This design comes from an exercise in tuning for small area on the open sky130 flow, not from production work. Function was checked by simulation only, so behaviour that the tests miss may differ from the original. Power figures rest on the tool's default switching activity, not on a simulated workload.

==> design/flow/design.v <==
`default_nettype none
package loader_pkg;
   typedef logic [7:0] byte_t;
   typedef logic [31:0] word_t;
   typedef logic [7:0] word_addr_t;
   localparam int MEM_DEPTH = 256;
   localparam int CLKS_PER_BIT = 8;
   localparam int CLK_CNT_W = $clog2(CLKS_PER_BIT);
   localparam word_t TOGGLE_WORD = 32'hffff_ffff;
   typedef enum logic [1:0] {
      FETCH_IDLE,
      FETCH_RUN,
      FETCH_DONE
   } fetch_state_t;
endpackage
`default_nettype wire
`timescale 1ns/1ps
`default_nettype none
import loader_pkg::*;
module uart_rx (
   input  logic              clk,
   input  logic              reset,
   input  logic              rx,
   output logic              byte_valid,
   output loader_pkg::byte_t rx_byte
);
   typedef enum logic [1:0] {
      RX_IDLE,
      RX_START,
      RX_DATA,
      RX_STOP
   } rx_state_t;
   rx_state_t            state;
   logic                 rx_meta;
   logic                 rx_sync;
   logic [CLK_CNT_W-1:0] clk_count;
   logic [2:0]           bit_index;
   loader_pkg::byte_t                data_shift;
   always_ff @(posedge clk) begin
      if (reset) begin
         rx_meta <= 1'b1;
         rx_sync <= 1'b1;
      end else begin
         rx_meta <= rx;
         rx_sync <= rx_meta;
      end
   end
   always_ff @(posedge clk) begin
      if (reset) begin
         state      <= RX_IDLE;
         clk_count  <= '0;
         bit_index  <= '0;
         byte_valid <= 1'b0;
      end else begin
         byte_valid <= 1'b0;
         clk_count  <= clk_count + 1'b1;
         case (state)
            RX_IDLE: begin
               clk_count <= '0;
               if (!rx_sync) state <= RX_START;
            end
            RX_START: begin
               if (clk_count == CLK_CNT_W'(CLKS_PER_BIT / 2 - 1)) begin
                  clk_count <= '0;
                  bit_index <= '0;
                  state     <= rx_sync ? RX_IDLE : RX_DATA;
               end
            end
            RX_DATA: begin
               if (clk_count == CLK_CNT_W'(CLKS_PER_BIT - 1)) begin
                  clk_count  <= '0;
                  bit_index  <= bit_index + 1'b1;
                  if (bit_index == 3'd7) state <= RX_STOP;
               end
            end
            RX_STOP: begin
               if (clk_count == CLK_CNT_W'(CLKS_PER_BIT - 1)) begin
                  byte_valid <= rx_sync;
                  state      <= RX_IDLE;
               end
            end
            default: state <= RX_IDLE;
         endcase
      end
   end
   always_ff @(posedge clk) begin
      if (state == RX_DATA && clk_count == CLK_CNT_W'(CLKS_PER_BIT - 1)) begin
         data_shift <= {rx_sync, data_shift[7:1]};
      end
   end
   assign rx_byte = data_shift;
endmodule
`default_nettype wire
`timescale 1ns/1ps
`default_nettype none
import loader_pkg::*;
module instruction_loader (
   input  logic                   clk,
   input  logic                   reset,
   input  logic                   byte_valid,
   input  loader_pkg::byte_t      rx_byte,
   output logic                   in_execution,
   output logic                   write_enable,
   output loader_pkg::word_addr_t write_address,
   output loader_pkg::word_addr_t word_count,
   output loader_pkg::word_t      write_data
);
   logic [1:0] byte_pos;
   loader_pkg::word_t      word_reg;
   loader_pkg::word_t      full_word;
   logic       word_done;
   assign full_word = {word_reg[31:8], rx_byte};
   assign word_done = byte_valid && (byte_pos == 2'd3);
   always_ff @(posedge clk) begin
      if (byte_valid) begin
         case (byte_pos)
            2'd0:    word_reg[31:24] <= rx_byte;
            2'd1:    word_reg[23:16] <= rx_byte;
            2'd2:    word_reg[15:8]  <= rx_byte;
            default: word_reg[7:0]   <= rx_byte;
         endcase
      end
   end
   always_ff @(posedge clk) begin
      if (reset) begin
         byte_pos      <= 2'd0;
         in_execution  <= 1'b0;
         write_enable  <= 1'b0;
         write_address <= '0;
      end else begin
         write_enable <= 1'b0;
         if (byte_valid) byte_pos <= byte_pos + 2'd1;
         if (write_enable) write_address <= write_address + 1'b1;
         if (word_done) begin
            if (full_word == TOGGLE_WORD) begin
               in_execution <= !in_execution;
               if (in_execution) write_address <= '0;
            end else if (!in_execution) begin
               write_enable <= 1'b1;
            end
         end
      end
   end
   assign write_data = word_reg;
   assign word_count = write_address;
endmodule
`default_nettype wire
`timescale 1ns/1ps
`default_nettype none
import loader_pkg::*;
module instruction_memory (
   input  logic                   clk,
   input  logic                   reset,
   input  logic                   write_enable,
   input  loader_pkg::word_addr_t write_address,
   input  loader_pkg::word_t      write_data,
   input  logic                   port_read_enable,
   input  loader_pkg::word_addr_t port_read_address,
   output loader_pkg::word_t      port_read_data,
   output logic                   port_read_valid
);
   loader_pkg::word_t mem [MEM_DEPTH];
   always_ff @(posedge clk) begin
      if (write_enable) begin
         mem[write_address] <= write_data;
      end
   end
   always_ff @(posedge clk) begin
      if (port_read_enable) begin
         port_read_data <= mem[port_read_address];
      end
   end
   always_ff @(posedge clk) begin
      if (reset) begin
         port_read_valid <= 1'b0;
      end else begin
         port_read_valid <= port_read_enable;
      end
   end
endmodule
`default_nettype wire
`timescale 1ns/1ps
`default_nettype none
import loader_pkg::*;
module instruction_fetch (
   input  logic                   clk,
   input  logic                   reset,
   input  logic                   in_execution,
   input  loader_pkg::word_addr_t word_count,
   output logic                   port_read_enable,
   output loader_pkg::word_addr_t port_read_address,
   input  loader_pkg::word_t      port_read_data,
   input  logic                   port_read_valid,
   output logic                   instr_valid,
   output logic                   program_done,
   output loader_pkg::word_addr_t instr_pc,
   output loader_pkg::word_t      instr_data
);
   loader_pkg::fetch_state_t state;
   logic         in_exec_q;
   loader_pkg::word_addr_t   last_address;
   loader_pkg::word_addr_t   pc_q;
   assign last_address = word_count - 1'b1;
   always_ff @(posedge clk) begin
      if (reset) begin
         state             <= FETCH_IDLE;
         in_exec_q         <= 1'b0;
         port_read_enable  <= 1'b0;
         port_read_address <= '0;
      end else begin
         in_exec_q <= in_execution;
         if (!in_execution) begin
            state            <= FETCH_IDLE;
            port_read_enable <= 1'b0;
         end else begin
            case (state)
               FETCH_IDLE: begin
                  if (!in_exec_q) begin
                     state             <= FETCH_RUN;
                     port_read_address <= '0;
                     port_read_enable  <= (word_count != '0);
                  end
               end
               FETCH_RUN: begin
                  if (port_read_enable) begin
                     if (port_read_address == last_address) begin
                        port_read_enable <= 1'b0;
                     end else begin
                        port_read_address <= port_read_address + 1'b1;
                     end
                  end else begin
                     state <= FETCH_DONE;
                  end
               end
               default: state <= FETCH_DONE;
            endcase
         end
      end
   end
   always_ff @(posedge clk) begin
      if (port_read_enable) pc_q <= port_read_address;
   end
   assign instr_valid  = port_read_valid;
   assign instr_data   = port_read_data;
   assign instr_pc     = pc_q;
   assign program_done = (state == FETCH_DONE) && in_execution;
endmodule
`default_nettype wire
`timescale 1ns/1ps
`default_nettype none
import loader_pkg::*;
module program_loader_top (
   input  logic        clk,
   input  logic        reset,
   input  logic        rx,
   output logic        in_execution,
   output logic        instr_valid,
   output logic        program_done,
   output logic [7:0]  instr_pc,
   output logic [31:0] instr_data
);
   logic       byte_valid;
   loader_pkg::byte_t      rx_byte;
   logic       write_enable;
   loader_pkg::word_addr_t write_address;
   loader_pkg::word_addr_t word_count;
   loader_pkg::word_t      write_data;
   logic       read_enable;
   loader_pkg::word_addr_t read_address;
   loader_pkg::word_t      read_data;
   logic       read_valid;
   uart_rx uart_rx_inst (
      .clk        (clk),
      .reset      (reset),
      .rx         (rx),
      .byte_valid (byte_valid),
      .rx_byte    (rx_byte)
   );
   instruction_loader instruction_loader_inst (
      .clk           (clk),
      .reset         (reset),
      .byte_valid    (byte_valid),
      .rx_byte       (rx_byte),
      .in_execution  (in_execution),
      .write_enable  (write_enable),
      .write_address (write_address),
      .word_count    (word_count),
      .write_data    (write_data)
   );
   instruction_memory instruction_memory_inst (
      .clk           (clk),
      .reset         (reset),
      .write_enable  (write_enable),
      .write_address (write_address),
      .write_data    (write_data),
      .port_read_enable  (read_enable),
      .port_read_address (read_address),
      .port_read_data    (read_data),
      .port_read_valid   (read_valid)
   );
   instruction_fetch instruction_fetch_inst (
      .clk          (clk),
      .reset        (reset),
      .in_execution (in_execution),
      .word_count   (word_count),
      .port_read_enable  (read_enable),
      .port_read_address (read_address),
      .port_read_data    (read_data),
      .port_read_valid   (read_valid),
      .instr_valid  (instr_valid),
      .program_done (program_done),
      .instr_pc     (instr_pc),
      .instr_data   (instr_data)
   );
endmodule
`default_nettype wire
==> design/flow/run.sh <==
#!/bin/bash
# synth_recipe.tcl (not shown) runs the flow's synth.tcl, then flattens the netlist and writes it again
# the make line also repeats each setting of config.mk as NAME=value (left out here)
make -C /OpenROAD-flow-scripts/flow DESIGN_CONFIG=/design/flow/config.mk WORK_HOME=/design/flow/orfs CLKGATE_MAP_FILE= SYNTH_SCRIPT=/design/flow/synth_recipe.tcl finish
==> design/flow/config.mk <==
export PLATFORM = sky130hd
export DESIGN_NAME = program_loader_top
export DESIGN_NICKNAME = program_loader_top
export VERILOG_FILES = /design/flow/design.v
export SDC_FILE = /design/flow/constraint.sdc
export NUM_CORES = 8
export LEC_CHECK = 0
export CAP_MARGIN = 20
export CORE_MARGIN = 2
export CORE_UTILIZATION = 40
export SLEW_MARGIN = 20
export SYNTH_MEMORY_MAX_BITS = 65536
==> design/flow/constraint.sdc <==
create_clock -name core_clock -period 8.0 [get_ports {clk}]
set_input_delay 1.6000 -clock core_clock [delete_from_list [all_inputs] [get_ports {clk}]]
set_output_delay 1.6000 -clock core_clock [all_outputs]
set_load 0.01 [all_outputs]
==> PnR_summary.wiki <==
{| class="wikitable"
! Metric !! Value
|-
| Outcome || finished clean
|-
| Number of distinct standard cells referenced by the synthesized netlist || 91
|-
| Net Sw Power || 16.7 mW
|-
| Number of nets in the layout || 14700
|-
| Largest net degree at the start of global routing || 190
|-
| Count of flip-flops with a built-in enable after synthesis || 8272
|-
| Length of routed wiring on met1 || 369000 microns
|-
| Iteration count of the initial detailed-routing pass || 6
|-
| TritonCTS sink count || 8308
|-
| Root cell of the clock tree || sky130_fd_sc_hd__clkbuf_16
|-
| Routed wire length on met3 || 113000 microns
|-
| Max reg flops || 8192
|-
| Delay contributed by the slowest stage of the critical path || 1060 ps
|-
| Mean area per synthesized cell || 22.9 sq um
|-
| Crit Path Max Fanout || 89
|-
| Share of layout cells above drive strength 1 || 0.275
|-
| Clock share of power || 0.442
|-
| Fraction of power spent switching nets || 0.198
|-
| Int Power || 67.8 mW
|-
| Flop and latch count out of synthesis || 8308
|-
| Port Buffer Count || 45
|-
| Class of the worst hold path || register to register
|-
| Met2 wire length || 459000 microns
|-
| Ports placed on the boundary || 46
|-
| Timing-limited maximum frequency || 175 MHz
|-
| PD cells || 233 mW/mm^2
|-
| Number of global-route vias before repair || 155000
|-
| Setup bufs post-CTS || 0
|-
| Total count of max-transition violations in the final report || 0
|-
| Setup violation total in the final timing report || 0
|-
| TritonCTS clock tree || done
|-
| Actual transition at the worst max-transition pin || 1360 ps
|-
| TritonCTS buffer count || 818
|-
| Routability congestion estimate || 0.852
|-
| Total Die Area || 0.805 sq mm
|-
| Logic pwr share || 0
|-
| Core Util, Final || 0.455
|-
| Overall routed net length || 986000 microns
|-
| Number of violations reported at the end of detailed-routing iteration 0 || 28200
|-
| Number of nets with antenna violations after detailed routing || 0
|-
| First-pass GRT wire length || 1330000 microns
|-
| Critical path class || register to register
|-
| Max capacitance violation total || 0
|-
| Number of buffers between clock root and the deepest sink || 4
|-
| Most common cell type on the critical path || sky130_fd_sc_hd__mux4_2
|-
| Post-detailed-placement half-perimeter wirelength || 547000 microns
|-
| Number of antenna violations at the first check in global routing || 89
|-
| Leak Pwr || 108 nW
|-
| Clock transition at the register clock pins on the worst setup and hold paths after CTS || 60 ps
|-
| CP endpoint kind || register
|-
| Worst rel slew slack || 0.0861
|-
| Row cnt || 328
|-
| Count of unresolved DRC violations after routing || 0
|-
| Yosys warning total || 4
|-
| Die Height || 897 microns
|-
| Most common library cell in the layout ignoring fill and taps || sky130_fd_sc_hd__edfxtp_1
|-
| Sequential share of power || 0.557
|-
| Multi-input gate area || 0.0673 sq mm
|-
| Critical Path Source Type || register
|-
| Topmost layer with routed signal wires || met5
|-
| DR vias/cell || 6.16
|-
| Most frequent cells in the layout || 8272 x sky130_fd_sc_hd__edfxtp_1, 1990 x sky130_fd_sc_hd__mux4_2, 825 x sky130_fd_sc_hd__clkbuf_16
|-
| Final-layout fill cell count || 65500
|-
| Vias after detailed routing || 160000
|-
| Cell count after placement || 24400
|-
| Effective utilization at floorplan || 0.401
|-
| Largest vdd supply drop || 243 uV
|-
| Post-CTS Hold Fix Bufs || 0
|-
| Unrepaired setup endpoints after global routing || no
|-
| Sum of negative setup slack || 0 ps
|-
| Highest-delay cell along the critical path || sky130_fd_sc_hd__dfxtp_4
|-
| Total count of hold-check failures in the final report || 0
|-
| Post-route minimum period || 5700 ps
|-
| Number of instances in the synthesized netlist || 13900
|-
| GRT Residual Overflow || 0
|-
| Design Power || 84.5 mW
|-
| GRT Total Usage || 0.240
|-
| Post-route clock skew || 63.8 ps
|-
| Wire length per cell after detailed routing || 37.9 microns
|-
| Share of the yosys chip area belonging to registers || 0.781
|-
| Primary flip-flop cell chosen by synthesis mapping || sky130_fd_sc_hd__edfxtp_1
|-
| Ys async rst share || 0
|-
| Required time reported for the critical path endpoint || 8940 ps
|-
| Core Box Area || 0.796 sq mm
|-
| Crit-path cells || buf_4, buf_12, mux4_2, mux4_2, a22oi_1, nand3_1, o211a_1
|-
| Final critical-path share of the clock period || 0.712
|-
| Worst EP arrival || 6640 ps
|-
| Post-synthesis instance area || 0.319 sq mm
|-
| H-tree Lvls || 6
|-
| Syn nets || 14000
|-
| Final Non-Filler Cells || 26000
|-
| Post-CTS sizing || 0
|-
| Clock Latency Late Sink || 1200 ps
|-
| Area added between synthesis and finish || 13.7%
|-
| Die X-Extent || 897 microns
|-
| FF+latch area || 0.249 sq mm
|}
through the flow:
stage                     hold WS [ps]  cell area (sq um)  worst slack [ps]
after floorplan                    389             319000              3470
after global placement             397             336000              1810
after detailed placement           397             336000              2380
after CTS                          411             362000              2360
after global routing               433             362000              2420
final                              407             363000              2300
power by group through the flow:
stage / registers, mW / logic, mW / clock network, mW
2_1_floorplan: 48.0 / 0.0182 / 0
3_3_place_gp: 48.0 / 0.0251 / 0
3_5_place_dp: 48.0 / 0.0260 / 0
4_1_cts: 47.1 / 0.0260 / 37.7
5_1_grt: 47.1 / 0.0294 / 39.4
6_report: 47.1 / 0.0258 / 37.4
area by class of cell:
class / instances / area share
well taps: 10600 / 0.0364
clock inverters: 461 / 0.0119
multi-input cells: 4806 / 0.186
diodes: 99 / 0.000683
inverters: 23 / 0.000314
clock buffers: 1017 / 0.0590
flip-flops and latches: 8308 / 0.687
repair buffers: 746 / 0.0189
synth_stat cells, types with 23 or more instances:
master	instances	area (sq um)
sky130_fd_sc_hd__nand3_1	54	270
sky130_fd_sc_hd__nor3_1	30	150
sky130_fd_sc_hd__a2111oi_0	25	219
sky130_fd_sc_hd__a21oi_1	277	1390
sky130_fd_sc_hd__buf_12	23	460
sky130_fd_sc_hd__o21ai_0	144	721
sky130_fd_sc_hd__a22oi_1	97	728
sky130_fd_sc_hd__a31oi_1	33	206
sky130_fd_sc_hd__mux2i_1	722	7230
sky130_fd_sc_hd__a211oi_1	31	233
sky130_fd_sc_hd__mux4_2	1990	44800
sky130_fd_sc_hd__buf_8	37	556
sky130_fd_sc_hd__buf_4	83	623
sky130_fd_sc_hd__buf_6	109	1230
sky130_fd_sc_hd__o22ai_1	83	519
sky130_fd_sc_hd__edfxtp_1	8272	248000
sky130_fd_sc_hd__nor2b_1	23	144
sky130_fd_sc_hd__buf_1	48	180
sky130_fd_sc_hd__a221oi_1	134	1170
sky130_fd_sc_hd__buf_2	239	1200
sky130_fd_sc_hd__nand2_1	290	1090
sky130_fd_sc_hd__o221ai_1	107	937
sky130_fd_sc_hd__nor2_1	396	1490
sky130_fd_sc_hd__o21ai_1	27	135
sky130_fd_sc_hd__dfxtp_1	36	721
sky130_fd_sc_hd__clkbuf_1	273	1020
cells by family after synthesis:
logic type	Yosys count	share of synthesized area
adders and majority gates	21	0.000824
muxes	2734	0.164
buffers and inverters	835	0.0168
and+or+nand+nor	885	0.0118
AOI/OAI and AO/OA	1146	0.0250
xor gates and xnor gates	20	0.000573
DFF	8308	0.781
worst paths after layout:
kind | from | endpoint | slack (ps) | cells past startpoint
min reg2reg | uart_rx_inst.rx_meta | uart_rx_inst.rx_sync | 410 | 1
max | instruction_fetch_inst.port_read_address[1] | instruction_memory_inst.port_read_data[13] | 2300 | 7
min | uart_rx_inst.rx_meta | uart_rx_inst.rx_sync | 410 | 1
max reg2reg | instruction_fetch_inst.port_read_address[1] | instruction_memory_inst.port_read_data[13] | 2300 | 7
layer usage:
| layer | GRT usage | up-vias |
|---|---|---|
| met1 | 0.331 | 87200 |
| met4 | 0.0962 | 30 |
| li1 | - | 61200 |
| met5 | 0 | - |
| met3 | 0.0548 | 1604 |
| met2 | 0.373 | 10200 |
worst max-delay path: cells and delay by family (launching register included):
family / cells / cell delay [ps]
muxes: 2 / 980
DFF: 1 / 1060
buffers and inverters: 2 / 1370
AOI/OAI and AO/OA: 2 / 1050
and+or+nand+nor: 1 / 800

## separate check: timing with driven ports
The flow's constraints put no driver on any port. The routed layout listed below was extracted and timed again, unchanged, in two steps. Step 1 (the two cells are an assumption about what drives the block):
set clk [get_ports {clk}]
set_driving_cell -lib_cell sky130_fd_sc_hd__clkbuf_16 $clk
set_driving_cell -lib_cell sky130_fd_sc_hd__buf_2 [delete_from_list [all_inputs] $clk]
Step 2, shift: input delay + t, output delay - t, t = (earliest + latest rising clock arrival at the registers) / 2. This alone moves slack from input paths to output paths. Three values: no drivers, after step 1, after step 2; two values: the first two.
t, ns: 1.297
slack for setup (ns): 2.300 / 2.300 / 2.300
hold WS [ns]: 0.407 / 0.407 / 0.407
worst setup path at the end: register to register
slew at the worst register clock pin (ns): 0.07 / 0.07
After both steps this run still meets setup and hold. The setup slack of this run moves by 0.000 ns with the drivers and by 0.000 ns with both steps.
